Background: an optimization exercise with open tools, aiming at small area. Do not read the settings as production practice. Function was checked by simulation only, so behaviour that the tests miss may differ from the original. No activity file was given, so power comes from the tool's default toggle rates.

==> flow/design.v <==
package gpu_pkg;
  localparam logic [1:0] RESP_OKAY   = 2'b00;
  localparam logic [1:0] RESP_SLVERR = 2'b10;
endpackage
`timescale 1ns/1ns
module gpu_top (
  input  logic                         Clk,
  input  logic                         rst_n,
  input  logic [13-1:0]   s_axi_awaddr,
  input  logic [2:0]                   s_axi_awprot,
  input  logic                         s_axi_awvalid,
  output logic                         s_axi_awready,
  input  logic [32-1:0]   s_axi_wdata,
  input  logic [32/8-1:0] s_axi_wstrb,
  input  logic                         s_axi_wvalid,
  output logic                         s_axi_wready,
  output logic [1:0]                   s_axi_bresp,
  output logic                         s_axi_bvalid,
  input  logic                         s_axi_bready,
  input  logic [13-1:0]   s_axi_araddr,
  input  logic [2:0]                   s_axi_arprot,
  input  logic                         s_axi_arvalid,
  output logic                         s_axi_arready,
  output logic [32-1:0]   s_axi_rdata,
  output logic [1:0]                   s_axi_rresp,
  output logic                         s_axi_rvalid,
  input  logic                         s_axi_rready,
  output logic [3:0]                   red,
  output logic [3:0]                   green,
  output logic [3:0]                   blue,
  output logic                         hsync,
  output logic                         vsync,
  output logic                         vde
);
  function automatic logic [3:0] tile_slot(input logic [3:0] c);
    tile_slot = {~c[0] ^ (c[3:1] == 3'd0), c[3:1]};
  endfunction
  logic [7:0]  h;             
  logic [7:0]  v;             
  logic [15:0] frame_count;
  logic [1:0]  fc_we;
  logic        line_end;
  assign line_end = (h == 8'd143);
  always_ff @(posedge Clk) begin
    if (!rst_n) begin
      h <= '0;
      v <= '0;
      frame_count <= '0;
    end else begin
      h <= line_end ? 8'd0 : h + 8'd1;
      if (line_end) v <= (v == 8'd133) ? 8'd0 : v + 8'd1;
      if (line_end && v == 8'd133) frame_count <= frame_count + 16'd1;
      if (fc_we[0]) frame_count[7:0]  <= s_axi_wdata[7:0];
      if (fc_we[1]) frame_count[15:8] <= s_axi_wdata[15:8];
    end
  end
  assign vde   = (h >= 8'd2) && (h <= 8'd129) && !v[7];
  assign hsync = !((h >= 8'd134) && (h <= 8'd141));
  assign vsync = (h >= 8'd2) ? !((v == 8'd130) || (v == 8'd131))
                             : !((v == 8'd131) || (v == 8'd132));
  logic [3:0]   ring_we;      
  logic [11:0]  row_out;
  logic [3:0]   row_sel;
  logic [3:0]   tap_sel;
  logic [1:0]   a3;
  logic [15:0]  taps [12];
  for (genvar k = 0; k < 12; k++) begin : g_bit
    logic [143:0] q0;
    logic [47:0]  q1, q2;
    logic [15:0]  q3;
    always_ff @(posedge Clk) begin
      q0 <= {ring_we[0] ? s_axi_wdata[k] : q0[0], q0[143:1]};
      q1 <= {ring_we[1] ? s_axi_wdata[k] : q1[0], q1[47:1]};
      q2 <= {ring_we[2] ? s_axi_wdata[k] : q2[0], q2[47:1]};
      q3 <= {ring_we[3] ? s_axi_wdata[k] : q3[0], q3[15:1]};
    end
    assign taps[k] = {q3[0], q2[32], q2[16], q2[0], q1[32], q1[16], q1[0],
                      q0[128], q0[112], q0[96], q0[80], q0[64], q0[48], q0[32], q0[16], q0[0]};
    assign row_out[k] = taps[k][tap_sel];
  end
  always_comb begin
    case (h[7:4])
      4'd1, 4'd4, 4'd7: a3 = 2'd1;
      4'd2, 4'd5, 4'd8: a3 = 2'd2;
      default:          a3 = 2'd0;
    endcase
  end
  function automatic logic [1:0] sub3(input logic [1:0] x, input logic [1:0] y);
    logic [2:0] d;
    d = {1'b0, x} + 3'd3 - {1'b0, y};
    sub3 = (d >= 3'd3) ? 2'(d - 3'd3) : d[1:0];
  endfunction
  always_comb begin
    if (row_sel <= 4'd8)
      tap_sel = (row_sel >= h[7:4]) ? row_sel - h[7:4] : row_sel + 4'd9 - h[7:4];
    else if (row_sel <= 4'd11)
      tap_sel = 4'd9 + {2'd0, sub3(2'(row_sel - 4'd9), a3)};
    else if (row_sel <= 4'd14)
      tap_sel = 4'd12 + {2'd0, sub3(2'(row_sel - 4'd12), a3)};
    else
      tap_sel = 4'd15;
  end
  logic [7:0]  hw;
  logic [4:0]  win;
  logic        disp_load;
  logic [11:0] pre;
  logic [11:0] cur;
  assign hw        = (h >= 8'd137) ? h - 8'd137 : h + 8'd7;
  assign win       = hw[7:3];
  assign disp_load = !win[4] && (tile_slot(win[3:0]) == h[3:0]);
  always_ff @(posedge Clk) begin
    if (disp_load) pre <= enable ? row_out : bg_color;
  end
  always_ff @(posedge Clk) begin
    if (!rst_n) begin
      cur <= '0;
    end else if (h[2:0] == 3'd1) begin
      cur <= (!h[7] && !v[7]) ? pre : 12'd0;
    end
  end
  assign {red, green, blue} = cur;
  logic        enable;
  logic [11:0] bg_color;
  logic        aw_ctrl, aw_bg, aw_status, aw_tile;
  logic        ar_ctrl, ar_bg, ar_status, ar_tile;
  logic        wr_pend, wr_match, wr_armed, wr_fire;
  logic        rd_ok, rd_fire;
  assign aw_ctrl   = (s_axi_awaddr == 13'h000);
  assign aw_bg     = (s_axi_awaddr == 13'h004);
  assign aw_status = (s_axi_awaddr == 13'h008);
  assign aw_tile   = (s_axi_awaddr[12:10] == 3'b100);
  assign ar_ctrl   = (s_axi_araddr == 13'h000);
  assign ar_bg     = (s_axi_araddr == 13'h004);
  assign ar_status = (s_axi_araddr == 13'h008);
  assign ar_tile   = (s_axi_araddr[12:10] == 3'b100);
  logic [3:0] aw_row;
  logic       row_at_head;
  logic       wr_slot, wr_do;
  assign aw_row   = s_axi_awaddr[9:6];
  assign wr_pend  = s_axi_awvalid && s_axi_wvalid && !s_axi_bvalid;
  assign wr_slot  = wr_pend && (tile_slot(s_axi_awaddr[5:2]) == h[3:0]);
  assign wr_fire  = wr_slot && wr_armed;
  always_comb begin
    if (aw_row <= 4'd8)       row_at_head = (aw_row == h[7:4]);
    else if (aw_row <= 4'd11) row_at_head = (2'(aw_row - 4'd9) == a3);
    else if (aw_row <= 4'd14) row_at_head = (2'(aw_row - 4'd12) == a3);
    else                      row_at_head = 1'b1;
  end
  assign wr_do    = wr_slot && (!aw_tile || row_at_head);
  assign wr_match = wr_do;
  assign s_axi_awready = wr_fire;
  assign s_axi_wready  = wr_fire;
  logic tile_we;
  assign tile_we    = wr_do && aw_tile && (s_axi_wstrb[1:0] == 2'b11);
  assign ring_we[0] = tile_we && (aw_row <= 4'd8);
  assign ring_we[1] = tile_we && (aw_row >= 4'd9) && (aw_row <= 4'd11);
  assign ring_we[2] = tile_we && (aw_row >= 4'd12) && (aw_row <= 4'd14);
  assign ring_we[3] = tile_we && (aw_row == 4'd15);
  assign fc_we = {2{wr_fire && aw_status}} & s_axi_wstrb[1:0];
  always_ff @(posedge Clk) begin
    if (!rst_n) begin
      wr_armed       <= 1'b0;
      s_axi_bvalid   <= 1'b0;
      enable         <= 1'b0;
      bg_color       <= '0;
    end else begin
      if (wr_fire) wr_armed <= 1'b0;
      else if (wr_do) wr_armed <= 1'b1;
      if (wr_fire) s_axi_bvalid <= 1'b1;
      else if (s_axi_bready) s_axi_bvalid <= 1'b0;
      if (wr_match && aw_ctrl && s_axi_wstrb[0]) enable <= s_axi_wdata[0];
      if (wr_match && aw_bg && s_axi_wstrb[0]) bg_color[7:0]  <= s_axi_wdata[7:0];
      if (wr_match && aw_bg && s_axi_wstrb[1]) bg_color[11:8] <= s_axi_wdata[11:8];
    end
  end
  logic bresp_err;
  always_ff @(posedge Clk) begin
    if (wr_fire) bresp_err <= !(aw_ctrl || aw_bg || aw_status || aw_tile);
  end
  assign s_axi_bresp = {bresp_err, 1'b0};
  logic ar_wait;
  assign rd_ok   = !ar_tile || ((tile_slot(s_axi_araddr[5:2]) == h[3:0]) && !disp_load);
  assign s_axi_arready = ar_wait && rd_ok;
  assign rd_fire = s_axi_arready && s_axi_arvalid;
  assign row_sel = disp_load ? v[6:3] : s_axi_araddr[9:6];
  logic [16:0] rdata_q;
  logic        rresp_err;
  always_ff @(posedge Clk) begin
    if (!rst_n) ar_wait <= 1'b0;
    else        ar_wait <= s_axi_arvalid && !rd_fire;
  end
  always_ff @(posedge Clk) begin
    if (!rst_n) begin
      s_axi_rvalid <= 1'b0;
    end else if (rd_fire) begin
      s_axi_rvalid <= 1'b1;
    end else if (s_axi_rready) begin
      s_axi_rvalid <= 1'b0;
    end
  end
  always_ff @(posedge Clk) begin
    if (rd_fire) begin
      rresp_err <= !(ar_ctrl || ar_bg || ar_status || ar_tile);
      rdata_q   <= ar_tile   ? {5'd0, row_out} :
                   ar_ctrl   ? {16'd0, enable} :
                   ar_bg     ? {5'd0, bg_color} :
                   ar_status ? {v >= 8'd128, frame_count} : 17'd0;
    end
  end
  assign s_axi_rdata = {15'd0, rdata_q};
  assign s_axi_rresp = {rresp_err, 1'b0};
endmodule
==> flow/run.sh <==
#!/bin/bash
# synth_recipe.tcl (not shown) runs the flow's synth.tcl, then flattens the netlist and writes it again
# the make line also repeats each setting of config.mk as NAME=value (left out here)
make -C /OpenROAD-flow-scripts/flow DESIGN_CONFIG=/design/flow/config.mk WORK_HOME=/design/flow/orfs CLKGATE_MAP_FILE= SYNTH_SCRIPT=/design/flow/synth_recipe.tcl finish
==> flow/config.mk <==
export PLATFORM = sky130hd
export DESIGN_NAME = gpu_top
export DESIGN_NICKNAME = gpu_top
export VERILOG_FILES = /design/flow/design.v
export SDC_FILE = /design/flow/constraint.sdc
export NUM_CORES = 4
export LEC_CHECK = 0
export ABC_AREA = 1
export CAP_MARGIN = 0
export CORE_MARGIN = 2
export CORE_UTILIZATION = 85
export CTS_BUF_LIST = sky130_fd_sc_hd__clkbuf_8
export CTS_CLUSTER_DIAMETER = 50
export CTS_CLUSTER_SIZE = 22
export SLEW_MARGIN = 0
==> flow/constraint.sdc <==
create_clock -name core_clock -period 10.0 [get_ports {Clk}]
set_input_delay 2.0000 -clock core_clock [delete_from_list [all_inputs] [get_ports {Clk}]]
set_output_delay 2.0000 -clock core_clock [all_outputs]
set_load 0.01 [all_outputs]
==> results of run 1 <==
-- worst min path at each step --
stage | startpoint | to | slack (ns) | cells after the start
after floorplan | g_bit[0].q0[1]$_DFF_P_ | g_bit[0].q0[0]$_DFF_P_ | 0.31 | 0
after global placement | g_bit[3].q0[53]$_DFF_P_ | g_bit[3].q0[52]$_DFF_P_ | 0.31 | 0
-- cell families after synthesis --
family	count (synthesis)	share of synthesized area [%]
AO/OA/AOI/OAI	179	1.42
buffers and inverters	321	2.00
AND/OR/NAND/NOR	842	5.26
adder cells (fa/ha/maj)	29	0.568
other	1	0.00532
XOR/XNOR	31	0.385
flip-flops	3164	90.4
-- metrics by stage --
stage | hold slack (ns) | instance area [sq um] | instances
2_1_floorplan | 0.310 | 70500 | 4583
3_3_place_gp | 0.309 | 72300 | 5661
-- power by group through the flow --
stage / clock, W / sequential (W) / combinational [W]
3_3_place_gp: 0 / 0.0129 / 0.000595
2_1_floorplan: 0 / 0.0129 / 0.000378
==> results.yml, run 1 <==
placement:
  gp_congestion: 0.898
  portBuffers: 89
  dp_hpwl_um: 106000
yosys:
  synth_warnings: 2
  yosysMostFrequentCell: "dfxtp_1"
  seq_area_frac_synth_pct: 90.4
  synthDistinctLibCells: 54
  synth_area_leaders: "dfxtp_1 89%, nand2_1 2.4%, nand3_1 1.8%"
  synth_enable_flop_cells: 31
  async_reset_ff_share_pct: 0
  ys.flop_type: "dfxtp_1"
  yosys.area.top_type: "dfxtp_1"
  netlist_area_sq_um: 70400
  synth_top_area_share_pct: 89.0
  syn_area_per_cell_sq_um: 15.4
  synth_cells: 4567
  netlist_top_cells_count: "3133 x dfxtp_1, 450 x nand2_1, 251 x nand3_1"
  ys_ff_latch: 3164
outcome:
  haltStage: "3_5_place_dp"
  firstError: "[ERROR DPL-0033] detailed placement checks failed during check placement."
  status: "stopped before the end"
floorplan:
  fp.dieH_um: 292
  die_w_um: 292
  initial_core_util_pct: 85.8
  rows: 105
  ios: 131
==> run 2, diff against run 1 <==
--- a/flow/config.mk
+++ b/flow/config.mk
@@ -9,7 +9,7 @@
 export CAP_MARGIN = 0
 export CORE_MARGIN = 2
-export CORE_UTILIZATION = 85
+export CORE_UTILIZATION = 75
 export CTS_BUF_LIST = sky130_fd_sc_hd__clkbuf_8
 export CTS_CLUSTER_DIAMETER = 50
-export CTS_CLUSTER_SIZE = 22
+export CTS_CLUSTER_SIZE = 18
 export SLEW_MARGIN = 0
==> results.yml, run 2 <==
layout:
  mostFrequentLayoutCell: "dfxtp_1"
  reg_top3: "g_bit.q0: 1728 flops, g_bit.q1: 576 flops, g_bit.q2: 576 flops"
  top_register: "g_bit.q0"
  stdcell_count: 6076
  mostFrequentLayoutCells: "3133 x dfxtp_1, 449 x nand2_1, 251 x nand3_1"
  synthToLayoutAreaGrowth_pct: 7.30
  post-route-util_pct: 81.1
  largest_reg_flops: 1728
  drive_above_1_share_pct: 5.71
  finalNetCount: 4894
timing:
  worst_slew_pin_slew_ns: 1.22
  setup_viol_count_final: 0
  max_freq_mhz: 140
  finalHoldViolCount: 0
  slew_viol_final: 0
  slew-limit-headroom_pct: 18.3
  skew_ns: 0.0364
  fin_crit_ns: 7.14
  rsz0062_at_grt: "no"
  period_share_pct: 71.4
  setup_tns_ns: 0
global_route:
  grt_overflow: 0
  grt_pass1_wl_um: 165000
  grt_pass1_vias: 29500
  grt_use_total_pct: 23.0
  antenna_found_initial: 5
  grt_max_degree: 61
yosys:
  synth_top_area_share_pct: 89.0
  synth_warnings: 2
  syn_area_per_cell_sq_um: 15.4
  seq_area_frac_synth_pct: 90.4
  async_reset_ff_share_pct: 0
  netlist_area_sq_um: 70400
  synthDistinctLibCells: 54
  synth_cells: 4567
  ys.flop_type: "dfxtp_1"
  netlist_top_cells_count: "3133 x dfxtp_1, 450 x nand2_1, 251 x nand3_1"
  synth_area_leaders: "dfxtp_1 89%, nand2_1 2.4%, nand3_1 1.8%"
  ys_ff_latch: 3164
  synth_enable_flop_cells: 31
  yosys.area.top_type: "dfxtp_1"
  yosysMostFrequentCell: "dfxtp_1"
pwr:
  max-vdd-ir-drop_mv: 0.185
  leakage_nw: 30.3
  finalPower_w: 0.0186
  p_per_area_nw_per_um2: 247
floorplan:
  dieArea_sq_um: 96400
  rows: 112
  initial_core_util_pct: 75.6
  core_sq_um: 93200
  ios: 131
  fp.dieH_um: 310
  die_w_um: 310
worst_setup_path:
  critical_path_class: "reg2reg"
  cp_data_arrival_time_ns: 7.88
  required_ns: 10.74
  critPathBufInv: 4
  cp-start-kind: "register"
  worst_path_max_delay_cell: "nand2_4"
  crit_top_cell: "nand2_1"
  end_kind: "register"
  cp_top_family: "simple AND/OR/NAND/NOR gates"
  path_max_fanout: 51
  critPathMaxStageDelay_ns: 0.75
placement:
  dp_hpwl_um: 64200
  dp_cells: 5845
  portBuffers: 89
  gp_congestion: 0.904
drt:
  dr.pass1.iters: 7
  ant_nets: 0
  drc: 0
  via_count: 29100
  drt_iter0_drc: 1997
  wire_per_inst_um: 17.8
  via_per_inst: 4.79
  drt_wl_total_um: 108000
clock_network:
  cts_tree: "built"
  cts_resized: 0
  postCtsSetupBuffers: 0
  cts_num_sinks: 3164
  clock_latency_ns: 0.89
  cts.path.max_buffers: 3
  cts_buffers: 197
  clk_pin_slew_ns: 0.10
  cts_root_buf: "clkbuf_8"
  htree_levels: 4
  hold_buffers: 0
hold_path:
  hold_class: "reg2reg"
flow_run:
  cap_violations: 0
outcome:
  status: "complete, no violations"
-- run 2: cell counts after synthesis --
Identical to the previous run, type by type.
-- run 2: final timing paths --
path                            startpoint                       end  slack (ns)  cells past startpoint
setup / recovery           h[1]$_SDFF_PP0_          pre[1]$_DFFE_PP_        2.86                     32
hold / removal    g_bit[11].q2[19]$_DFF_P_  g_bit[11].q2[18]$_DFF_P_        0.31                      0
setup reg to reg           h[1]$_SDFF_PP0_          pre[1]$_DFFE_PP_        2.86                     32
hold reg to reg   g_bit[11].q2[19]$_DFF_P_  g_bit[11].q2[18]$_DFF_P_        0.31                      0
-- run 2: cell families after synthesis --
| family | count (synthesis) | synth area share, % |
|---|---|---|
| simple gates | 842 | 5.26 |
| flops | 3164 | 90.4 |
| other cells | 1 | 0.00532 |
| fa+ha+maj | 29 | 0.568 |
| compound gates | 179 | 1.42 |
| buf+inv | 321 | 2.00 |
| xor+xnor | 31 | 0.385 |
-- run 2: area by class of cell --
cell class | count | area [sq um]
fillers | 4653 | 17600
inverters | 226 | 850
clock buffers | 204 | 2810
flip-flops and latches | 3164 | 63700
diodes | 3 | 7.51
multi-input cells | 1098 | 5480
repair buffers | 103 | 996
clock inverters | 24 | 215
well taps | 1254 | 1570
-- run 2: where the power goes --
group / switching [W] / internal [W]
sequential: 0.00000897 / 0.0126
clock: 0.00347 / 0.00189
combinational: 0.000487 / 0.000157
-- run 2: metrics by stage --
step                      hold slack, ns  worst slack (ns)  cell area (sq um)
after floorplan                    0.310              4.84              70500
after global placement             0.310              2.81              72500
after detailed placement           0.312              2.71              72500
after CTS                          0.302              2.88              75600
after global routing               0.310              2.32              75600
final                              0.307              2.86              75600
-- run 2: worst reg2reg max path: cells and delay by family, from the launching register on --
family | cells | cell delay [ns]
buf+inv | 4 | 0.87
simple gates | 22 | 3.94
xor+xnor | 1 | 0.19
compound gates | 1 | 0.21
flops | 1 | 0.56
fa+ha+maj | 4 | 1.25
-- run 2: layer usage --
metal	up-vias	track usage [%]	wire [um]	part of all wire, %
li1	14500	-	-	-
met1	13800	33.0	52200	48
met2	601	35.5	48300	45
met3	247	4.34	4620	4.3
met4	2	8.26	3320	3.1
met5	-	0	11	0.010
==> run 3, diff against run 2 <==
==> flow/flow/run.sh (new file) <==
#!/bin/bash
# The standard layout (standard.sh), with two changes: the port buffers are
# the smallest buffer cell, and clock tree synthesis adds no dummy loads.
set -euo pipefail
export BUFFER_PORTS_ARGS="-buffer_cell sky130_fd_sc_hd__buf_1"
export CTS_ARGS="-sink_clustering_enable -repair_clock_nets -dont_use_dummy_load -sink_clustering_size 20 -sink_clustering_max_diameter 40 -buf_list sky130_fd_sc_hd__clkbuf_8"
bash standard.sh finish > standard_flow.log 2>&1
==> flow/standard.sh (new file) <==
#!/bin/bash
# synth_recipe.tcl (not shown) runs the flow's synth.tcl, then flattens the netlist and writes it again
# the make line also repeats each setting of config.mk as NAME=value (left out here)
make -C /OpenROAD-flow-scripts/flow DESIGN_CONFIG=/design/flow/config.mk WORK_HOME=/design/flow/orfs CLKGATE_MAP_FILE= SYNTH_SCRIPT=/design/flow/synth_recipe.tcl "${@:-finish}"
--- a/flow/config.mk
+++ b/flow/config.mk
@@ -7,9 +7,9 @@
 export LEC_CHECK = 0
 export ABC_AREA = 1
-export CAP_MARGIN = 0
+export CAP_MARGIN = 20
 export CORE_MARGIN = 2
 export CORE_UTILIZATION = 75
 export CTS_BUF_LIST = sky130_fd_sc_hd__clkbuf_8
-export CTS_CLUSTER_DIAMETER = 50
-export CTS_CLUSTER_SIZE = 18
-export SLEW_MARGIN = 0
+export CTS_CLUSTER_DIAMETER = 40
+export CTS_CLUSTER_SIZE = 20
+export SLEW_MARGIN = 20
removed: flow/run.sh
==> results.yml, run 3 <==
layout:
  nFillCells: 4910
  top_register: "g_bit.q0"
  synthToLayoutAreaGrowth_pct: 6.19
  largest_reg_flops: 1728
  design_area_sq_um: 74800
  drive_above_1_share_pct: 5.34
  reg_top3: "g_bit.q0: 1728 flops, g_bit.q1: 576 flops, g_bit.q2: 576 flops"
  mostFrequentLayoutCell: "dfxtp_1"
  finalNetCount: 4898
  mostFrequentLayoutCells: "3133 x dfxtp_1, 449 x nand2_1, 251 x nand3_1"
yosys:
  synthDistinctLibCells: 54
  synth_compound_area_share_pct: 1.42
  ys_ff_latch: 3164
  synth_fa_ha_area_share_pct: 0.568
  synth_top_area_share_pct: 89.0
  synthMuxAreaShare_pct: 0
  synth_top_family_by_area: "simple AND/OR/NAND/NOR gates"
  async_reset_ff_share_pct: 0
  yosys.area_share.simple_pct: 5.26
  synth_area_leaders: "dfxtp_1 89%, nand2_1 2.4%, nand3_1 1.8%"
  yosys.area.top_type: "dfxtp_1"
  netlist_area_sq_um: 70400
  yosysMostFrequentCell: "dfxtp_1"
  netlist_top_cells_count: "3133 x dfxtp_1, 450 x nand2_1, 251 x nand3_1"
  synth_warnings: 2
  synth_enable_flop_cells: 31
  synth_cells: 4567
  seq_area_frac_synth_pct: 90.4
  ys.flop_type: "dfxtp_1"
  synthXorXnorAreaFrac_pct: 0.385
  syn_area_per_cell_sq_um: 15.4
outcome:
  status: "complete, no violations"
drt:
  drt_wl_total_um: 104000
  drc: 0
  via_per_inst: 4.81
  dr.pass1.iters: 6
  wire_per_inst_um: 17.2
  via_count: 29100
  drt_iter0_drc: 1958
  ant_nets: 0
timing:
  skew_ns: 0.0978
  max_freq_mhz: 139
  period_share_pct: 71.9
  slew_viol_final: 0
  fin_crit_ns: 7.19
  finalHoldViolCount: 0
  worst_slew_pin_slew_ns: 1.01
  rsz0062_at_grt: "no"
  slew-limit-headroom_pct: 32.1
  setup_tns_ns: 0
  setup_viol_count_final: 0
pwr:
  finalPower_w: 0.0184
  leakage_nw: 29.9
  p_per_area_nw_per_um2: 246
  max-vdd-ir-drop_mv: 0.183
hold_path:
  hold_class: "reg2reg"
clock_network:
  cts_resized: 0
  hold_buffers: 0
  cts_tree: "built"
  cts_buffers: 200
  cts.path.max_buffers: 3
  cts_num_sinks: 3164
  clk_pin_slew_ns: 0.11
  cts_root_buf: "clkbuf_8"
  htree_levels: 4
  clock_latency_ns: 0.90
  postCtsSetupBuffers: 0
floorplan:
  dieArea_sq_um: 96400
  core_sq_um: 93200
  initial_core_util_pct: 75.6
  ios: 131
  fp.dieH_um: 310
  die_w_um: 310
  rows: 112
worst_setup_path:
  worst_path_max_delay_cell: "nand2_4"
  path_max_fanout: 70
  critical_path_class: "reg2reg"
  end_kind: "register"
  critPathMaxStageDelay_ns: 0.65
  required_ns: 10.62
  cp_data_arrival_time_ns: 7.81
  cp-start-kind: "register"
  crit_top_cell: "nand2_1"
placement:
  portBuffers: 89
  place_area_sq_um: 72000
  dp_hpwl_um: 63600
  gp_congestion: 0.891
global_route:
  grt_overflow: 0
  grt_pass1_wl_um: 158000
  grt_max_degree: 71
  grt_use_total_pct: 22.0
  antenna_found_initial: 14
  grt_pass1_vias: 28700
flow_run:
  cap_violations: 0
[run 3: cell counts after synthesis]
Identical to the previous run, type by type.
[run 3: kinds of logic (layout without fill, tap and decap cells)]
group                      Yosys count  in the layout
and+or+nand+nor                    842            842
buffers and inverters              321            530
AOI/OAI and AO/OA                  179            179
adders and majority gates           29             29
DFF                               3164           3164
xor gates and xnor gates            31             31
other                                1             23
[run 3: metrics by stage]
step | hold WS (ns) | std cells | util, % | setup WS (ns)
2_1_floorplan | 0.310 | 4583 | - | 4.84
3_3_place_gp | 0.309 | 5845 | 77.3 | 2.90
3_5_place_dp | 0.312 | 5845 | 77.3 | 2.79
4_1_cts | 0.265 | 6045 | 80.2 | 2.83
5_1_grt | 0.260 | 6051 | 80.3 | 2.40
6_report | 0.263 | 6052 | 80.3 | 2.81
[run 3: worst paths after layout]
path              depth (start not counted)                    start                 endpoint  slack, ns
hold / removal                            0  g_bit[6].q2[47]$_DFF_P_  g_bit[6].q2[46]$_DFF_P_       0.26
setup reg to reg                         32          h[0]$_SDFF_PP0_     rdata_q[7]$_DFFE_PP_       2.81
setup / recovery                         32          h[0]$_SDFF_PP0_     rdata_q[7]$_DFFE_PP_       2.81
hold reg to reg                           0  g_bit[6].q2[47]$_DFF_P_  g_bit[6].q2[46]$_DFF_P_       0.26
[run 3: layer usage]
metal / wire [um] / part of all wire, % / global-route usage (%) / up-vias
met4: 3640 / 3.5 / 9.22 / 10
met2: 44200 / 42 / 32.4 / 624
met1: 51000 / 49 / 31.8 / 13800
met5: 59 / 0.057 / 0 / -
met3: 5440 / 5.2 / 4.92 / 276
li1: - / - / - / 14500
[run 3: where the power goes]
part	internal, W	switching, W
Clock	0.00180	0.00335
Combinational	0.000140	0.000490
Sequential	0.0126	0.00000903
[run 3: layout make-up]
type	count	area, sq um	area share [%]
Inverter	226	850	1.14
Tap cell	1254	1570	2.10
Timing Repair Buffer	104	467	0.624
Sequential cell	3164	63700	85.1
Antenna cell	6	15.0	0.0201
Multi-Input combinational cell	1098	5500	7.35
Clock buffer	200	2750	3.68
[run 3: critical path, delay by kind of cell (launching register included)]
kind                       cells  cell delay, ns
and+or+nand+nor               22            3.99
DFF                            1            0.54
xor gates and xnor gates       1            0.24
adders and majority gates      4            1.27
buffers and inverters          4            0.80
AOI/OAI and AO/OA              1            0.11
==> run 4, diff against run 3 <==
==> flow/flow/run.sh (replaced) <==
#!/bin/bash
# The standard layout (standard.sh), with two changes: the port buffers are
# the smallest buffer cell, and clock tree synthesis adds no dummy loads.
set -euo pipefail
export BUFFER_PORTS_ARGS="-buffer_cell sky130_fd_sc_hd__buf_1"
export CTS_ARGS="-sink_clustering_enable -repair_clock_nets -dont_use_dummy_load -sink_clustering_size 20 -sink_clustering_max_diameter 60 -buf_list sky130_fd_sc_hd__clkbuf_8"
bash standard.sh finish > standard_flow.log 2>&1
--- a/flow/config.mk
+++ b/flow/config.mk
@@ -11,5 +11,5 @@
 export CORE_UTILIZATION = 75
 export CTS_BUF_LIST = sky130_fd_sc_hd__clkbuf_8
-export CTS_CLUSTER_DIAMETER = 40
+export CTS_CLUSTER_DIAMETER = 60
 export CTS_CLUSTER_SIZE = 20
 export SLEW_MARGIN = 20
==> results.yml, run 4 <==
clock_network:
  cts_num_sinks: 3164
  cts_resized: 0
  postCtsSetupBuffers: 0
  cts.path.max_buffers: 3
  clock_latency_ns: 0.87
  cts_buffers: 179
  htree_levels: 4
  hold_buffers: 0
  cts_tree: "built"
  cts_root_buf: "clkbuf_8"
  clk_pin_slew_ns: 0.10
yosys:
  synth_cells: 4567
  async_reset_ff_share_pct: 0
  synthDistinctLibCells: 54
  synth_top_family_by_area: "simple AND/OR/NAND/NOR gates"
  seq_area_frac_synth_pct: 90.4
  yosys.area.top_type: "dfxtp_1"
  syn_area_per_cell_sq_um: 15.4
  synth_enable_flop_cells: 31
  synth_fa_ha_area_share_pct: 0.568
  ys.flop_type: "dfxtp_1"
  ys_ff_latch: 3164
  synthMuxAreaShare_pct: 0
  synthXorXnorAreaFrac_pct: 0.385
  yosys.area_share.simple_pct: 5.26
  yosysMostFrequentCell: "dfxtp_1"
  netlist_area_sq_um: 70400
  netlist_top_cells_count: "3133 x dfxtp_1, 450 x nand2_1, 251 x nand3_1"
  synth_area_leaders: "dfxtp_1 89%, nand2_1 2.4%, nand3_1 1.8%"
  synth_compound_area_share_pct: 1.42
  synth_warnings: 2
  synth_top_area_share_pct: 89.0
floorplan:
  rows: 112
  dieArea_sq_um: 96400
  die_w_um: 310
  core_sq_um: 93200
  fp.dieH_um: 310
  initial_core_util_pct: 75.6
  ios: 131
worst_setup_path:
  required_ns: 10.59
  cp-start-kind: "register"
  critPathMaxStageDelay_ns: 0.64
  path_max_fanout: 70
  crit_top_cell: "nand2_1"
  critPathBufInv: 4
  worst_path_max_delay_cell: "nand2_4"
  cp_data_arrival_time_ns: 7.78
  critical_path_class: "reg2reg"
  cp_top_family: "simple AND/OR/NAND/NOR gates"
  end_kind: "register"
timing:
  setup_viol_count_final: 0
  worst_slew_pin_slew_ns: 1.01
  slew-limit-headroom_pct: 32.2
  setup_tns_ns: 0
  finalHoldViolCount: 0
  max_freq_mhz: 139
  period_share_pct: 71.8
  slew_viol_final: 0
  rsz0062_at_grt: "no"
  fin_crit_ns: 7.18
  skew_ns: 0.0926
  finalWorstSetupSlack_ns: 2.82
global_route:
  grt_pass1_wl_um: 156000
  grt.met3_usage_pct: 4.69
  met2_usage_pct: 31.7
  busiest_layer: "met1"
  met1_usage_pct: 31.8
  grt_max_degree: 71
  grt_overflow: 0
  grt_use_total_pct: 21.7
  antenna_found_initial: 12
  grt_pass1_vias: 28300
pwr:
  p_per_area_nw_per_um2: 244
  finalPower_w: 0.0182
  leakage_nw: 29.8
  max-vdd-ir-drop_mv: 0.194
layout:
  largest_reg_flops: 1728
  top_register: "g_bit.q0"
  post-route-util_pct: 80.0
  drive_above_1_share_pct: 4.93
  mostFrequentLayoutCells: "3133 x dfxtp_1, 449 x nand2_1, 251 x nand3_1"
  nFillCells: 4931
  synthToLayoutAreaGrowth_pct: 5.78
  finalNetCount: 4877
  reg_top3: "g_bit.q0: 1728 flops, g_bit.q1: 576 flops, g_bit.q2: 576 flops"
  mostFrequentLayoutCell: "dfxtp_1"
  design_area_sq_um: 74500
drt:
  dr.pass1.iters: 5
  via_count: 29000
  drc: 0
  drt_iter0_drc: 1759
  ant_nets: 0
  via_per_inst: 4.80
  wire_per_inst_um: 17.1
  drt_wl_total_um: 103000
outcome:
  status: "complete, no violations"
placement:
  dp_hpwl_um: 63600
  dp_slack_ns: 2.79
  place_area_sq_um: 72000
  gp_congestion: 0.891
  portBuffers: 89
hold_path:
  hold_class: "reg2reg"
flow_run:
  cap_violations: 0
run 4: worst paths after layout:
check                                            start                     end  slack [ns]  cells past startpoint
worst min-delay path            g_bit[9].q1[7]$_DFF_P_  g_bit[9].q1[6]$_DFF_P_        0.23                      0
worst max register to register         h[0]$_SDFF_PP0_        pre[2]$_DFFE_PP_        2.82                     32
worst min register to register  g_bit[9].q1[7]$_DFF_P_  g_bit[9].q1[6]$_DFF_P_        0.23                      0
worst max-delay path                   h[0]$_SDFF_PP0_        pre[2]$_DFFE_PP_        2.82                     32
run 4: area by class of cell:
| type | instances | area, sq um | share of cell area, % |
|---|---|---|---|
| flip-flops and latches | 3164 | 63700 | 85.4 |
| multi-input cells | 1098 | 5500 | 7.38 |
| clock buffers | 179 | 2460 | 3.31 |
| well taps | 1254 | 1570 | 2.11 |
| inverters | 226 | 850 | 1.14 |
| repair buffers | 104 | 467 | 0.626 |
| diodes | 6 | 15.0 | 0.0202 |
run 4: where the power goes:
part           total, W  internal (W)  switching (W)  leakage (nW)
sequential       0.0126        0.0126     0.00000897          25.5
clock           0.00491       0.00162        0.00329          1.29
combinational  0.000628      0.000140       0.000488          2.95
run 4: cells by family (layout without fill, tap and decap cells):
kind of cell,after synthesis,in the layout
compound gates,179,179
xor+xnor,31,31
fa+ha+maj,29,29
buf+inv,321,509
flops,3164,3164
other cells,1,23
simple gates,842,842
run 4: per-stage QoR:
stage	hold WS, ns	std cells
6_report	0.231	6031
5_1_grt	0.216	6027
4_1_cts	0.226	6024
3_5_place_dp	0.312	5845
3_3_place_gp	0.309	5845
2_1_floorplan	0.310	4583
run 4: per-layer routing:
metal	part of all wire [%]	routed length, um	up-vias
li1	-	-	14400
met1	49	50400	13600
met2	42	43500	633
met3	5.1	5200	256
met4	3.6	3740	8
met5	0.045	46	-
==> run 5, diff against run 4 <==
--- a/flow/design.v
+++ b/flow/design.v
@@ -61,7 +61,5 @@
   logic [3:0]   ring_we;      
   logic [11:0]  row_out;
-  logic [3:0]   row_sel;
   logic [3:0]   tap_sel;
-  logic [1:0]   a3;
   logic [15:0]  taps [12];
   for (genvar k = 0; k < 12; k++) begin : g_bit
@@ -79,34 +77,13 @@
     assign row_out[k] = taps[k][tap_sel];
   end
-  always_comb begin
-    case (h[7:4])
-      4'd1, 4'd4, 4'd7: a3 = 2'd1;
-      4'd2, 4'd5, 4'd8: a3 = 2'd2;
-      default:          a3 = 2'd0;
-    endcase
-  end
-  function automatic logic [1:0] sub3(input logic [1:0] x, input logic [1:0] y);
-    logic [2:0] d;
-    d = {1'b0, x} + 3'd3 - {1'b0, y};
-    sub3 = (d >= 3'd3) ? 2'(d - 3'd3) : d[1:0];
-  endfunction
-  always_comb begin
-    if (row_sel <= 4'd8)
-      tap_sel = (row_sel >= h[7:4]) ? row_sel - h[7:4] : row_sel + 4'd9 - h[7:4];
-    else if (row_sel <= 4'd11)
-      tap_sel = 4'd9 + {2'd0, sub3(2'(row_sel - 4'd9), a3)};
-    else if (row_sel <= 4'd14)
-      tap_sel = 4'd12 + {2'd0, sub3(2'(row_sel - 4'd12), a3)};
-    else
-      tap_sel = 4'd15;
-  end
-  logic [7:0]  hw;
-  logic [4:0]  win;
   logic        disp_load;
   logic [11:0] pre;
   logic [11:0] cur;
-  assign hw        = (h >= 8'd137) ? h - 8'd137 : h + 8'd7;
-  assign win       = hw[7:3];
-  assign disp_load = !win[4] && (tile_slot(win[3:0]) == h[3:0]);
+  function automatic logic loads(input logic [7:0] hh);
+    logic [7:0] w;
+    w = (hh >= 8'd137) ? hh - 8'd137 : hh + 8'd7;
+    loads = !w[7] && (tile_slot(w[6:3]) == hh[3:0]);
+  endfunction
+  assign disp_load = loads(h);
   always_ff @(posedge Clk) begin
     if (disp_load) pre <= enable ? row_out : bg_color;
@@ -124,6 +101,4 @@
   logic        aw_ctrl, aw_bg, aw_status, aw_tile;
   logic        ar_ctrl, ar_bg, ar_status, ar_tile;
-  logic        wr_pend, wr_match, wr_armed, wr_fire;
-  logic        rd_ok, rd_fire;
   assign aw_ctrl   = (s_axi_awaddr == 13'h000);
   assign aw_bg     = (s_axi_awaddr == 13'h004);
@@ -134,19 +109,28 @@
   assign ar_status = (s_axi_araddr == 13'h008);
   assign ar_tile   = (s_axi_araddr[12:10] == 3'b100);
-  logic [3:0] aw_row;
+  logic [3:0] aw_row, aw_g, wk;
+  logic       wk_ok;
   logic       row_at_head;
-  logic       wr_slot, wr_do;
-  assign aw_row   = s_axi_awaddr[9:6];
-  assign wr_pend  = s_axi_awvalid && s_axi_wvalid && !s_axi_bvalid;
-  assign wr_slot  = wr_pend && (tile_slot(s_axi_awaddr[5:2]) == h[3:0]);
-  assign wr_fire  = wr_slot && wr_armed;
+  logic       wr_pend, wr_slot, wr_do, wr_armed, wr_fire;
+  assign aw_row = s_axi_awaddr[9:6];
   always_comb begin
-    if (aw_row <= 4'd8)       row_at_head = (aw_row == h[7:4]);
-    else if (aw_row <= 4'd11) row_at_head = (2'(aw_row - 4'd9) == a3);
-    else if (aw_row <= 4'd14) row_at_head = (2'(aw_row - 4'd12) == a3);
-    else                      row_at_head = 1'b1;
-  end
-  assign wr_do    = wr_slot && (!aw_tile || row_at_head);
-  assign wr_match = wr_do;
+    if (aw_row <= 4'd8)       aw_g = aw_row;
+    else if (aw_row <= 4'd11) aw_g = aw_row - 4'd9;
+    else if (aw_row <= 4'd14) aw_g = aw_row - 4'd12;
+    else                      aw_g = 4'd0;
+  end
+  always_ff @(posedge Clk) begin
+    if (!wr_pend) begin
+      wk_ok <= 1'b0;
+    end else if (wr_slot) begin
+      wk_ok <= wk_ok || disp_load;
+      wk    <= disp_load ? 4'd1 : wk + 4'd1;
+    end
+  end
+  assign row_at_head = disp_load ? (aw_g == 4'd0) : (wk_ok && (wk == aw_g));
+  assign wr_pend = s_axi_awvalid && s_axi_wvalid && !s_axi_bvalid;
+  assign wr_slot = wr_pend && (tile_slot(s_axi_awaddr[5:2]) == h[3:0]);
+  assign wr_do   = wr_slot && (!aw_tile || row_at_head);
+  assign wr_fire = wr_slot && wr_armed;
   assign s_axi_awready = wr_fire;
   assign s_axi_wready  = wr_fire;
@@ -169,7 +153,7 @@
       if (wr_fire) s_axi_bvalid <= 1'b1;
       else if (s_axi_bready) s_axi_bvalid <= 1'b0;
-      if (wr_match && aw_ctrl && s_axi_wstrb[0]) enable <= s_axi_wdata[0];
-      if (wr_match && aw_bg && s_axi_wstrb[0]) bg_color[7:0]  <= s_axi_wdata[7:0];
-      if (wr_match && aw_bg && s_axi_wstrb[1]) bg_color[11:8] <= s_axi_wdata[11:8];
+      if (wr_do && aw_ctrl && s_axi_wstrb[0]) enable <= s_axi_wdata[0];
+      if (wr_do && aw_bg && s_axi_wstrb[0]) bg_color[7:0]  <= s_axi_wdata[7:0];
+      if (wr_do && aw_bg && s_axi_wstrb[1]) bg_color[11:8] <= s_axi_wdata[11:8];
     end
   end
@@ -179,9 +163,33 @@
   end
   assign s_axi_bresp = {bresp_err, 1'b0};
-  logic ar_wait;
-  assign rd_ok   = !ar_tile || ((tile_slot(s_axi_araddr[5:2]) == h[3:0]) && !disp_load);
+  logic [3:0]  ar_row;
+  logic [3:0]  bus_tap;
+  logic        ar_wait, rd_ok, rd_fire;
+  assign ar_row = s_axi_araddr[9:6];
+  always_comb begin
+    case (ar_row)
+      4'd0:    bus_tap = 4'd8;
+      4'd9:    bus_tap = 4'd11;
+      4'd12:   bus_tap = 4'd14;
+      4'd15:   bus_tap = 4'd15;
+      default: bus_tap = ar_row - 4'd1;
+    endcase
+  end
+  logic [7:0] h_next;
+  logic [3:0] drow_next;
+  assign h_next    = line_end ? 8'd0 : h + 8'd1;
+  assign drow_next = v[6:3] + {3'd0, line_end && (v[2:0] == 3'd7)};
+  always_ff @(posedge Clk) begin
+    tap_sel <= loads(h_next) ? drow_next : bus_tap;
+  end
+  logic rd_slot, rk;
+  assign rd_slot = ar_wait && (tile_slot(s_axi_araddr[5:2]) == h[3:0]);
+  always_ff @(posedge Clk) begin
+    if (!ar_wait)     rk <= 1'b0;
+    else if (rd_slot) rk <= disp_load;
+  end
+  assign rd_ok   = !ar_tile || (rd_slot && rk);
   assign s_axi_arready = ar_wait && rd_ok;
   assign rd_fire = s_axi_arready && s_axi_arvalid;
-  assign row_sel = disp_load ? v[6:3] : s_axi_araddr[9:6];
   logic [16:0] rdata_q;
   logic        rresp_err;
==> flow/flow/run.sh (replaced) <==
#!/bin/bash
# The standard layout (standard.sh), with two changes: the port buffers are
# the smallest buffer cell, and clock tree synthesis adds no dummy loads.
set -euo pipefail
export BUFFER_PORTS_ARGS="-buffer_cell sky130_fd_sc_hd__buf_1"
export CTS_ARGS="-sink_clustering_enable -repair_clock_nets -dont_use_dummy_load -sink_clustering_size 20 -sink_clustering_max_diameter 45 -buf_list sky130_fd_sc_hd__clkbuf_8"
bash standard.sh finish > standard_flow.log 2>&1
--- a/flow/config.mk
+++ b/flow/config.mk
@@ -10,6 +10,3 @@
 export CORE_MARGIN = 2
 export CORE_UTILIZATION = 75
-export CTS_BUF_LIST = sky130_fd_sc_hd__clkbuf_8
-export CTS_CLUSTER_DIAMETER = 60
-export CTS_CLUSTER_SIZE = 20
 export SLEW_MARGIN = 20
==> results.yml, run 5 <==
outcome:
  status: "complete, no violations"
timing:
  whs_ns: 0.260
  slew_viol_final: 0
  finalWorstSetupSlack_ns: 4.45
  max_freq_mhz: 180
  setup_viol_count_final: 0
  setup_tns_ns: 0
  worst_slew_pin_slew_ns: 0.947
  fin_crit_ns: 5.55
  finalHoldViolCount: 0
  skew_ns: 0.0792
  rsz0062_at_grt: "no"
  period_share_pct: 55.5
  slew-limit-headroom_pct: 36.8
worst_setup_path:
  end_kind: "output pin"
  cp-start-kind: "input pin"
  worst_path_max_delay_cell: "or2_2"
  r2r_cells: 8
  cp_data_arrival_time_ns: 3.55
  path_max_fanout: 3
  required_ns: 8.00
  crit_top_cell: "buf_1"
  crit_chain: "buf_1 -> nor2_1 -> nand2_1 -> xor2_1 -> nand4_1 -> or2_2 -> a21oi_1 -> buf_1"
  critical_path_class: "in2out"
  critPathMaxStageDelay_ns: 0.30
clock_network:
  cts_tree: "built"
  clock_latency_ns: 0.86
  cts_buffers: 187
  cts_root_buf: "clkbuf_8"
  postCtsSetupBuffers: 0
  cts_num_sinks: 3174
  cts.path.max_buffers: 3
  hold_buffers: 0
  clk_pin_slew_ns: 0.11
  cts_resized: 0
  htree_levels: 4
drt:
  drc: 0
  wire_per_inst_um: 16.9
  drt_wl_total_um: 99800
  via_count: 28200
  via_per_inst: 4.78
  ant_nets: 0
  drt_iter0_drc: 1813
  dr.pass1.iters: 6
floorplan:
  fp.dieH_um: 311
  dieArea_sq_um: 96400
  initial_core_util_pct: 75.6
  ios: 131
  rows: 112
  die_w_um: 311
  core_sq_um: 93200
layout:
  mostFrequentLayoutCell: "dfxtp_1"
  drive_above_1_share_pct: 5.69
  top_register: "g_bit.q0"
  stdcell_count: 5893
  mostFrequentLayoutCells: "3136 x dfxtp_1, 316 x nand2_1, 187 x clkbuf_8"
  largest_reg_flops: 1728
  regArea_sq_um: 63900
  synthToLayoutAreaGrowth_pct: 5.93
  reg_top3: "g_bit.q0: 1728 flops, g_bit.q1: 576 flops, g_bit.q2: 576 flops"
  nFillCells: 4944
  multi_input_area_sq_um: 5490
  finalNetCount: 4738
pwr:
  p_switching_w: 0.00359
  p_int_w: 0.0144
  pwr-share-seq_pct: 70.4
  pwr-share-clk_pct: 27.8
  leakage_nw: 29.8
  swShare_pct: 19.9
  finalPower_w: 0.0180
  max-vdd-ir-drop_mv: 0.188
  p_per_area_nw_per_um2: 242
  pwr-share-comb_pct: 1.8
yosys:
  synth_cells: 4417
  synth_enable_flop_cells: 35
  synth_area_leaders: "dfxtp_1 89%, nand2_1 1.7%, edfxtp_1 1.5%"
  yosys.area.top_type: "dfxtp_1"
  netlist_area_sq_um: 70500
  ys.flop_type: "dfxtp_1"
  synth_warnings: 2
  synthDistinctLibCells: 49
  yosysMostFrequentCell: "dfxtp_1"
  synth_top_area_share_pct: 89.2
  ys_ff_latch: 3174
  seq_area_frac_synth_pct: 90.7
  netlist_top_cells_count: "3139 x dfxtp_1, 316 x nand2_1, 168 x inv_1"
  syn_area_per_cell_sq_um: 16.0
  async_reset_ff_share_pct: 0
flow_run:
  cap_violations: 0
placement:
  portBuffers: 89
  dp_slack_ns: 4.49
  dp_cells: 5703
  gp_congestion: 0.834
  dp_hpwl_um: 61800
global_route:
  grt_overflow: 0
  grt_pass1_wl_um: 154000
  grt_max_degree: 64
  grt_use_total_pct: 21.0
  grt_pass1_vias: 27800
  antenna_found_initial: 9
hold_path:
  hold_class: "reg2reg"
  hold_path_depth: 0
run 5: layer usage:
metal  vias to the layer above  wire (um)  track usage [%]  share of wire, %
met5                         -         74                0             0.074
met4                        10       2180             6.70               2.2
met3                       186       5060             4.27               5.1
met2                       586      41800             30.5                42
met1                     13300      50600             32.0                51
li1                      14100          -                -                 -
run 5: metrics by stage:
| step | area, sq um | utilization (%) |
|---|---|---|
| 4_1_cts | 74600 | 80.1 |
| 6_report | 74700 | 80.1 |
| 3_3_place_gp | 72100 | 77.3 |
| 2_1_floorplan | 70500 | - |
| 3_5_place_dp | 72100 | 77.3 |
| 5_1_grt | 74700 | 80.1 |
run 5: critical path: cells and delay by family:
family	cells	cell delay, ns
buffers and inverters	2	0.31
xor gates and xnor gates	1	0.17
AOI/OAI and AO/OA	1	0.29
and+or+nand+nor	4	0.77
run 5: kinds of logic after synthesis:
kind of cell	Yosys count	synth area share, %
AOI/OAI and AO/OA	283	2.35
xor gates and xnor gates	31	0.412
adders and majority gates	25	0.444
buffers and inverters	268	1.64
DFF	3174	90.7
muxes	48	0.682
other	1	0.00532
and+or+nand+nor	587	3.81
run 5: power by group through the flow:
stage / Combinational (W) / Clock (W) / Sequential, W
2_1_floorplan: 0.000197 / 0 / 0.0130
3_3_place_gp: 0.000310 / 0 / 0.0130
3_5_place_dp: 0.000316 / 0 / 0.0130
4_1_cts: 0.000319 / 0.00515 / 0.0127
5_1_grt: 0.000343 / 0.00558 / 0.0127
6_report: 0.000316 / 0.00502 / 0.0127
run 5: cell type report:
class                   instances  area share (%)
diodes                          3          0.0101
multi-input cells             991            7.36
flip-flops and latches       3174            85.6
clock buffers                 187            3.45
inverters                     182           0.915
well taps                    1254            2.10
repair buffers                102           0.578
run 5: final timing paths:
kind	startpoint	endpoint	slack, ns
worst max-delay path	s_axi_araddr[4]	s_axi_arready	4.45
worst max register to register	tap_sel[1]$_DFF_P_	pre[1]$_DFFE_PP_	6.32
worst min-delay path	g_bit[3].q0[143]$_DFF_P_	g_bit[3].q0[142]$_DFF_P_	0.26
worst min register to register	g_bit[3].q0[143]$_DFF_P_	g_bit[3].q0[142]$_DFF_P_	0.26
==> run 6, diff against run 5 <==
--- a/flow/config.mk
+++ b/flow/config.mk
@@ -6,7 +6,7 @@
 export NUM_CORES = 4
 export LEC_CHECK = 0
-export ABC_AREA = 1
+export ABC_AREA = 0
 export CAP_MARGIN = 20
 export CORE_MARGIN = 2
-export CORE_UTILIZATION = 75
+export CORE_UTILIZATION = 80
 export SLEW_MARGIN = 20
==> results.yml, run 6 <==
yosys:
  syn_area_per_cell_sq_um: 17.9
  netlist_top_cells_count: "3139 x dfxtp_1, 77 x nand2_1, 60 x mux4_2"
  synth_top_area_share_pct: 90.0
  ys_ff_latch: 3174
  synth_warnings: 2
  netlist_area_sq_um: 69800
  yosys.area.top_type: "dfxtp_1"
  synth_area_leaders: "dfxtp_1 90%, mux4_2 1.9%, edfxtp_1 1.5%"
  yosysMostFrequentCell: "dfxtp_1"
  synthDistinctLibCells: 71
  async_reset_ff_share_pct: 0
  synth_enable_flop_cells: 35
  seq_area_frac_synth_pct: 91.5
  ys.flop_type: "dfxtp_1"
  synth_cells: 3901
placement:
  portBuffers: 89
  gp_congestion: 0.830
  dp_hpwl_um: 69900
floorplan:
  ios: 131
  die_w_um: 299
  initial_core_util_pct: 80.6
  fp.dieH_um: 299
  rows: 108
outcome:
  status: "stopped before the end"
  haltStage: "3_5_place_dp"
  firstError: "[ERROR DPL-0033] detailed placement checks failed during check placement."
[run 6: power groups by stage]
stage	logic (W)	clock network (W)	registers (W)
3_3_place_gp	0.000182	0	0.0130
2_1_floorplan	0.000136	0	0.0130
[run 6: worst max path at each step]
stage          slack, ns             from  depth (start not counted)             to
3_3_place_gp        4.44  s_axi_awaddr[2]                          6  s_axi_awready
2_1_floorplan       4.75  s_axi_awaddr[3]                          5   s_axi_wready
[run 6: kinds of logic after synthesis]
kind of cell    count (synthesis)  share of synthesized area [%]
compound gates                133                           1.35
xor+xnor                       43                          0.550
fa+ha+maj                      25                          0.448
buf+inv                        85                          0.627
flops                        3174                           91.5
mux                           149                           3.35
other cells                     1                        0.00537
simple gates                  291                           2.18
[run 6: metrics by stage]
step                    instance area, sq um  power [W]  hold slack [ns]
after floorplan                        69900     0.0131            0.310
after global placement                 71400     0.0132            0.311
==> run 7, diff against run 6 <==
--- a/flow/config.mk
+++ b/flow/config.mk
@@ -9,4 +9,4 @@
 export CAP_MARGIN = 20
 export CORE_MARGIN = 2
-export CORE_UTILIZATION = 80
+export CORE_UTILIZATION = 75
 export SLEW_MARGIN = 20
==> results.yml, run 7 <==
outcome:
  status: "complete, no violations"
worst_setup_path:
  path_max_fanout: 12
  end_kind: "output pin"
  worst_path_max_delay_cell: "nor4_4"
  critPathMaxStageDelay_ns: 0.57
  cp_data_arrival_time_ns: 3.78
  critPathBufInv: 2
  critical_path_class: "in2out"
  cp_top_family: "simple AND/OR/NAND/NOR gates"
  cp-start-kind: "input pin"
  crit_chain: "buf_1 -> xor2_1 -> xnor2_1 -> nor4_4 -> and2_1 -> buf_1"
  required_ns: 8.00
  crit_top_cell: "buf_1"
timing:
  setup_tns_ns: 0
  skew_ns: 0.0829
  fin_crit_ns: 5.78
  slew-limit-headroom_pct: 27.9
  worst_slew_pin_slew_ns: 1.08
  slew_viol_final: 0
  period_share_pct: 57.8
  finalHoldViolCount: 0
  rsz0062_at_grt: "no"
  max_freq_mhz: 173
  setup_viol_count_final: 0
layout:
  multi_input_area_sq_um: 5590
  largest_reg_flops: 1728
  finalNetCount: 4234
  reg_top3: "g_bit.q0: 1728 flops, g_bit.q1: 576 flops, g_bit.q2: 576 flops"
  mostFrequentLayoutCells: "3136 x dfxtp_1, 188 x clkbuf_8, 88 x buf_1"
  regArea_sq_um: 63900
  drive_above_1_share_pct: 7.72
  synthToLayoutAreaGrowth_pct: 6.11
  top_register: "g_bit.q0"
  design_area_sq_um: 74100
  nFillCells: 4545
  mostFrequentLayoutCell: "dfxtp_1"
yosys:
  netlist_area_sq_um: 69800
  seq_area_frac_synth_pct: 91.5
  async_reset_ff_share_pct: 0
  synth_area_leaders: "dfxtp_1 90%, mux4_2 1.9%, edfxtp_1 1.5%"
  synth_top_area_share_pct: 90.0
  yosys.area.top_type: "dfxtp_1"
  ys.flop_type: "dfxtp_1"
  syn_area_per_cell_sq_um: 17.9
  synthDistinctLibCells: 71
  netlist_top_cells_count: "3139 x dfxtp_1, 77 x nand2_1, 60 x mux4_2"
  synth_cells: 3901
  yosysMostFrequentCell: "dfxtp_1"
  ys_ff_latch: 3174
  synth_warnings: 2
  synth_enable_flop_cells: 35
floorplan:
  core_sq_um: 91900
  die_w_um: 309
  rows: 111
  fp.dieH_um: 309
  ios: 131
  initial_core_util_pct: 76.0
  dieArea_sq_um: 95600
clock_network:
  clk_pin_slew_ns: 0.11
  htree_levels: 4
  cts_root_buf: "clkbuf_8"
  postCtsSetupBuffers: 0
  clock_latency_ns: 0.87
  cts_buffers: 188
  cts_num_sinks: 3174
  cts.path.max_buffers: 3
  cts_tree: "built"
  cts_resized: 0
  hold_buffers: 0
hold_path:
  hold_class: "reg2reg"
global_route:
  grt_use_total_pct: 21.9
  antenna_found_initial: 13
  grt_pass1_vias: 27200
  grt_overflow: 0
  grt_max_degree: 54
  grt_pass1_wl_um: 157000
pwr:
  p_per_area_nw_per_um2: 242
  max-vdd-ir-drop_mv: 0.180
  leakage_nw: 29.4
flow_run:
  cap_violations: 0
drt:
  drc: 0
  ant_nets: 0
  drt_iter0_drc: 1876
  via_per_inst: 4.86
  dr.pass1.iters: 5
  wire_per_inst_um: 18.8
  drt_wl_total_um: 101000
  via_count: 26100
placement:
  place_area_sq_um: 71500
  gp_congestion: 0.853
  portBuffers: 89
  dp_hpwl_um: 59500
==> run 7: cell counts after synthesis <==
Identical to the previous run, type by type.
==> run 7: per-stage QoR <==
stage | hold WS, ns | util (%) | total power (W) | setup slack (ns) | cells
after floorplan | 0.310 | - | 0.0131 | 4.75 | 3917
after global placement | 0.310 | 77.8 | 0.0132 | 4.26 | 5186
after detailed placement | 0.312 | 77.8 | 0.0132 | 4.24 | 5186
after CTS | 0.276 | 80.6 | 0.0181 | 4.23 | 5374
after global routing | 0.270 | 80.6 | 0.0185 | 4.10 | 5377
final | 0.282 | 80.6 | 0.0180 | 4.22 | 5378
==> run 7: worst paths after layout <==
kind | start | endpoint | slack (ns) | cells past startpoint
worst max-delay path | s_axi_awaddr[2] | s_axi_wready | 4.22 | 6
worst min-delay path | g_bit[11].q2[18]$_DFF_P_ | g_bit[11].q2[17]$_DFF_P_ | 0.28 | 0
worst max register to register | h[0]$_SDFF_PN0_ | g_bit[1].q2[47]$_DFF_P_ | 5.44 | 12
worst min register to register | g_bit[11].q2[18]$_DFF_P_ | g_bit[11].q2[17]$_DFF_P_ | 0.28 | 0
==> run 7: kinds of logic (layout without fill, tap and decap cells) <==
logic type | Yosys count | after routing | synth area share, %
simple gates | 291 | 291 | 2.18
xor+xnor | 43 | 43 | 0.550
other cells | 1 | 20 | 0.00537
fa+ha+maj | 25 | 25 | 0.448
mux | 149 | 149 | 3.35
buf+inv | 85 | 300 | 0.627
compound gates | 133 | 133 | 1.35
flops | 3174 | 3174 | 91.5
==> run 7: worst register-to-register path, stage by stage, from the launching register on <==
cell	delay, ns
dfxtp_1	0.86
inv_1	0.23
ha_1	0.31
nor2b_1	0.20
nand3_1	0.17
o21a_1	0.14
o21ai_0	0.11
a221o_1	0.36
nor4_4	0.24
buf_4	0.41
mux2i_2	0.68
buf_4	0.37
mux2_1	0.36
==> run 7: report_power, final <==
| group | switching [W] | internal, W |
|---|---|---|
| Sequential | 0.0000475 | 0.0127 |
| Clock | 0.00335 | 0.00170 |
| Combinational | 0.000120 | 0.0000718 |
==> run 7: cell type report <==
class	instances	share of cell area (%)
Sequential cell	3174	86.2
Multi-Input combinational cell	658	7.54
Clock buffer	188	3.49
Tap cell	1243	2.10
Timing Repair Buffer	99	0.554
Inverter	13	0.0659
Antenna cell	3	0.0101
==> run 7: per-layer routing <==
layer	global-route usage, %	wire, um	share of wire, %	vias to the layer above
li1	-	-	-	12800
met1	31.8	48300	48	12500
met2	33.2	44400	44	653
met3	5.04	5920	5.8	213
met4	6.91	2420	2.4	10
met5	0	63	0.062	-
==> run 8, diff against run 7 <==
==> flow/flow/run.sh (replaced) <==
#!/bin/bash
# The standard layout (standard.sh), with two changes: the port buffers are
# the smallest buffer cell, and clock tree synthesis adds no dummy loads.
set -euo pipefail
export BUFFER_PORTS_ARGS="-buffer_cell sky130_fd_sc_hd__buf_1"
export CTS_ARGS="-sink_clustering_enable -repair_clock_nets -dont_use_dummy_load -sink_clustering_size 20 -sink_clustering_max_diameter 50 -buf_list sky130_fd_sc_hd__clkbuf_8"
bash standard.sh finish > standard_flow.log 2>&1
==> results.yml, run 8 <==
floorplan:
  dieArea_sq_um: 95600
  die_w_um: 309
  initial_core_util_pct: 76.0
  fp.dieH_um: 309
  core_sq_um: 91900
  ios: 131
  rows: 111
pwr:
  leakage_nw: 29.3
  max-vdd-ir-drop_mv: 0.211
  p_per_area_nw_per_um2: 242
yosys:
  yosys.area.top_type: "dfxtp_1"
  synth_cells: 3901
  async_reset_ff_share_pct: 0
  netlist_area_sq_um: 69800
  synthDistinctLibCells: 71
  yosysMostFrequentCell: "dfxtp_1"
  seq_area_frac_synth_pct: 91.5
  ys_ff_latch: 3174
  synth_enable_flop_cells: 35
  synth_warnings: 2
  synth_top_area_share_pct: 90.0
  synth_area_leaders: "dfxtp_1 90%, mux4_2 1.9%, edfxtp_1 1.5%"
  syn_area_per_cell_sq_um: 17.9
  netlist_top_cells_count: "3139 x dfxtp_1, 77 x nand2_1, 60 x mux4_2"
  ys.flop_type: "dfxtp_1"
clock_network:
  cts_root_buf: "clkbuf_8"
  cts.path.max_buffers: 3
  clock_latency_ns: 0.88
  hold_buffers: 0
  cts_resized: 0
  clk_pin_slew_ns: 0.11
  cts_tree: "built"
  postCtsSetupBuffers: 0
  cts_buffers: 182
  htree_levels: 4
  cts_num_sinks: 3174
worst_setup_path:
  crit_chain: "buf_1 -> xor2_1 -> xnor2_1 -> nor4_4 -> and2_1 -> buf_1"
  required_ns: 8.00
  cp-start-kind: "input pin"
  critical_path_class: "in2out"
  r2r_slack_ns: 5.43
  crit_top_cell: "buf_1"
  path_max_fanout: 12
  worst_path_max_delay_cell: "nor4_4"
  cp_data_arrival_time_ns: 3.77
  end_kind: "output pin"
  critPathMaxStageDelay_ns: 0.58
drt:
  wire_per_inst_um: 19.2
  drt_wl_total_um: 103000
  drt_iter0_drc: 1976
  dr.pass1.iters: 8
  via_per_inst: 4.88
  ant_nets: 0
  drc: 0
  via_count: 26200
global_route:
  grt_pass1_wl_um: 160000
  busiest_layer: "met2"
  grt_use_total_pct: 22.4
  grt_max_degree: 54
  met2_usage_pct: 34.4
  grt_overflow: 0
  antenna_found_initial: 12
  grt_pass1_vias: 27400
  grt.met3_usage_pct: 5.25
  met1_usage_pct: 32.2
timing:
  skew_ns: 0.107
  whs_ns: 0.262
  rsz0062_at_grt: "no"
  fin_crit_ns: 5.77
  setup_viol_count_final: 0
  finalHoldViolCount: 0
  slew-limit-headroom_pct: 27.4
  setup_tns_ns: 0
  slew_viol_final: 0
  max_freq_mhz: 173
  finalWorstSetupSlack_ns: 4.23
  period_share_pct: 57.7
  worst_slew_pin_slew_ns: 1.09
outcome:
  status: "complete, no violations"
placement:
  dp_slack_ns: 4.24
  portBuffers: 89
  dp_hpwl_um: 59500
  gp_congestion: 0.853
layout:
  drive_above_1_share_pct: 7.59
  top_register: "g_bit.q0"
  synthToLayoutAreaGrowth_pct: 5.99
  mostFrequentLayoutCell: "dfxtp_1"
  mostFrequentLayoutCells: "3136 x dfxtp_1, 182 x clkbuf_8, 88 x buf_1"
  largest_reg_flops: 1728
  finalNetCount: 4228
  reg_top3: "g_bit.q0: 1728 flops, g_bit.q1: 576 flops, g_bit.q2: 576 flops"
hold_path:
  hold_class: "reg2reg"
flow_run:
  cap_violations: 0
[run 8: cell families (layout without fill, tap and decap cells)]
logic type	Yosys count	count (layout)	synth area share, %
AO/OA/AOI/OAI	133	133	1.35
buffers and inverters	85	294	0.627
AND/OR/NAND/NOR	291	291	2.18
flip-flops	3174	3174	91.5
XOR/XNOR	43	43	0.550
other	1	19	0.00537
adder cells (fa/ha/maj)	25	25	0.448
multiplexers	149	149	3.35
[run 8: through the flow]
stage                     instance area, sq um  utilization, %  std cells  power (W)
final                                    74000            80.5       5371     0.0179
after global routing                     74000            80.5       5370     0.0185
after CTS                                74000            80.5       5368     0.0180
after detailed placement                 71500            77.8       5186     0.0132
after global placement                   71500            77.8       5186     0.0132
after floorplan                          69900               -       3917     0.0131
[run 8: metal layers]
layer / vias to the layer above / routed length, um
met1: 12600 / 48900
met2: 654 / 46100
met3: 193 / 5830
met4: 10 / 2430
li1: 12800 / -
met5: - / 73
[run 8: path summary, 6_finish.rpt]
kind	startpoint	to	cells after the start
worst max-delay path	s_axi_awaddr[2]	s_axi_wready	6
worst min-delay path	g_bit[7].q0[90]$_DFF_P_	g_bit[7].q0[89]$_DFF_P_	0
worst max register to register	h[0]$_SDFF_PN0_	g_bit[1].q2[47]$_DFF_P_	12
worst min register to register	g_bit[7].q0[90]$_DFF_P_	g_bit[7].q0[89]$_DFF_P_	0
[run 8: power by group]
part           total [W]  leakage (nW)  switching (W)  internal, W
registers         0.0127          25.6      0.0000475       0.0127
clock network    0.00501          1.31        0.00337      0.00165
logic           0.000193          2.40       0.000121    0.0000718
[run 8: worst max-delay path, delay by kind of cell]
kind | cells | cell delay, ns
AND/OR/NAND/NOR | 2 | 1.00
XOR/XNOR | 2 | 0.34
buffers and inverters | 2 | 0.43
[run 8: final cells by class]
type	instances	area, sq um
flip-flops and latches	3174	63900
repair buffers	99	410
fillers	4553	17900
diodes	2	5.00
inverters	13	48.8
multi-input cells	658	5590
clock buffers	182	2500
well taps	1243	1560
==> run 9, diff against run 8 <==
==> flow/flow/run.sh (replaced) <==
#!/bin/bash
# The standard layout (standard.sh), with two changes: the port buffers are
# the smallest buffer cell, and clock tree synthesis adds no dummy loads.
set -euo pipefail
export BUFFER_PORTS_ARGS="-buffer_cell sky130_fd_sc_hd__buf_1"
export CTS_ARGS="-sink_clustering_enable -repair_clock_nets -dont_use_dummy_load -sink_clustering_size 21 -sink_clustering_max_diameter 45 -buf_list sky130_fd_sc_hd__clkbuf_8"
bash standard.sh finish > standard_flow.log 2>&1
==> results.yml, run 9 <==
global_route:
  grt_pass1_wl_um: 157000
  antenna_found_initial: 12
  grt_pass1_vias: 27100
  grt_max_degree: 54
  grt_use_total_pct: 21.9
yosys:
  synthDistinctLibCells: 71
  yosys.area.top_type: "dfxtp_1"
  ys_ff_latch: 3174
  netlist_top_cells_count: "3139 x dfxtp_1, 77 x nand2_1, 60 x mux4_2"
  synth_area_leaders: "dfxtp_1 90%, mux4_2 1.9%, edfxtp_1 1.5%"
  synth_warnings: 2
  seq_area_frac_synth_pct: 91.5
  syn_area_per_cell_sq_um: 17.9
  synth_enable_flop_cells: 35
  synth_cells: 3901
  synth_top_area_share_pct: 90.0
  ys.flop_type: "dfxtp_1"
timing:
  slew-limit-headroom_pct: 25.6
  finalHoldViolCount: 0
  fin_crit_ns: 5.82
  max_freq_mhz: 172
  skew_ns: 0.0940
clock_network:
  cts_num_sinks: 3174
  postCtsSetupBuffers: 0
  htree_levels: 4
  cts_tree: "built"
  hold_buffers: 0
  clk_pin_slew_ns: 0.11
  clock_latency_ns: 0.88
floorplan:
  fp.dieH_um: 309
  initial_core_util_pct: 76.0
  die_w_um: 309
  rows: 111
  dieArea_sq_um: 95600
drt:
  dr.pass1.iters: 5
  ant_nets: 0
  drc: 0
  drt_wl_total_um: 102000
  via_count: 26100
  drt_iter0_drc: 1852
pwr:
  p_switching_w: 0.00351
  max-vdd-ir-drop_mv: 0.215
  pwr-share-clk_pct: 27.8
  leakage_nw: 29.3
  pwr-share-seq_pct: 71.1
  p_int_w: 0.0144
  pwr-share-comb_pct: 1.1
  finalPower_w: 0.0179
  p_per_area_nw_per_um2: 242
layout:
  drive_above_1_share_pct: 7.56
  nFillCells: 4566
  finalNetCount: 4227
  mostFrequentLayoutCell: "dfxtp_1"
  reg_top3: "g_bit.q0: 1728 flops, g_bit.q1: 576 flops, g_bit.q2: 576 flops"
  stdcell_count: 5371
  synthToLayoutAreaGrowth_pct: 5.97
  regArea_sq_um: 63900
  top_register: "g_bit.q0"
  multi_input_area_sq_um: 5590
worst_setup_path:
  path_max_fanout: 12
  end_kind: "output pin"
  critPathBufInv: 2
  crit_chain: "buf_1 -> xor2_1 -> xnor2_1 -> nor4_4 -> and2_1 -> buf_1"
  crit_top_cell: "buf_1"
  critPathMaxStageDelay_ns: 0.60
  worst_path_max_delay_cell: "nor4_4"
  cp_top_family: "simple AND/OR/NAND/NOR gates"
outcome:
  status: "complete, no violations"
hold_path:
  hold_class: "reg2reg"
flow_run:
  cap_violations: 0
placement:
  gp_congestion: 0.853
==> run 9: cell counts after synthesis <==
No cell type changed its count.
==> run 9: logic make-up after synthesis <==
kind of cell             Yosys count  share of synthesized area [%]
XOR/XNOR                          43                          0.550
AND/OR/NAND/NOR                  291                           2.18
adder cells (fa/ha/maj)           25                          0.448
AO/OA/AOI/OAI                    133                           1.35
flip-flops                      3174                           91.5
other                              1                        0.00537
buffers and inverters             85                          0.627
multiplexers                     149                           3.35
==> run 9: per-layer routing <==
| layer | track usage (%) | part of all wire, % | vias up |
|---|---|---|---|
| li1 | - | - | 12800 |
| met1 | 31.9 | 48 | 12500 |
| met2 | 33.1 | 44 | 648 |
| met3 | 5.02 | 5.8 | 210 |
| met4 | 7.43 | 2.6 | 10 |
| met5 | 0 | 0.063 | - |
==> run 9: stage by stage <==
stage	worst slack, ns	area, sq um	hold WS [ns]
4_1_cts	4.23	74000	0.284
3_3_place_gp	4.26	71500	0.310
3_5_place_dp	4.24	71500	0.312
6_report	4.18	74000	0.281
5_1_grt	4.08	74000	0.295
2_1_floorplan	4.75	69900	0.310
==> run 9: cell type report <==
cell class | instances | area share (%)
Tap cell | 1243 | 2.10
Clock buffer | 181 | 3.37
Timing Repair Buffer | 99 | 0.555
Multi-Input combinational cell | 658 | 7.55
Antenna cell | 3 | 0.0101
Inverter | 13 | 0.0659
Sequential cell | 3174 | 86.3
==> run 9: worst paths after layout <==
check                                              start                       end  slack (ns)  depth (start not counted)
worst min register to register  g_bit[11].q2[18]$_DFF_P_  g_bit[11].q2[17]$_DFF_P_        0.28                          0
worst max register to register           h[0]$_SDFF_PN0_   g_bit[1].q2[47]$_DFF_P_        5.43                         12
worst max-delay path                     s_axi_awaddr[2]              s_axi_wready        4.18                          6
worst min-delay path            g_bit[11].q2[18]$_DFF_P_  g_bit[11].q2[17]$_DFF_P_        0.28                          0
==> run 9: power by group through the flow <==
stage	logic [W]	clock network (W)	registers, W
2_1_floorplan	0.000136	0	0.0130
3_3_place_gp	0.000184	0	0.0130
3_5_place_dp	0.000190	0	0.0130
4_1_cts	0.000192	0.00509	0.0127
5_1_grt	0.000205	0.00550	0.0127
6_report	0.000193	0.00498	0.0127
==> run 9: worst register-to-register path: cells and delay by family (launching register included) <==
| family | cells | cell delay, ns |
|---|---|---|
| flip-flops | 1 | 0.87 |
| buffers and inverters | 3 | 0.98 |
| adder cells (fa/ha/maj) | 1 | 0.31 |
| multiplexers | 2 | 1.04 |
| AND/OR/NAND/NOR | 3 | 0.61 |
| AO/OA/AOI/OAI | 3 | 0.61 |
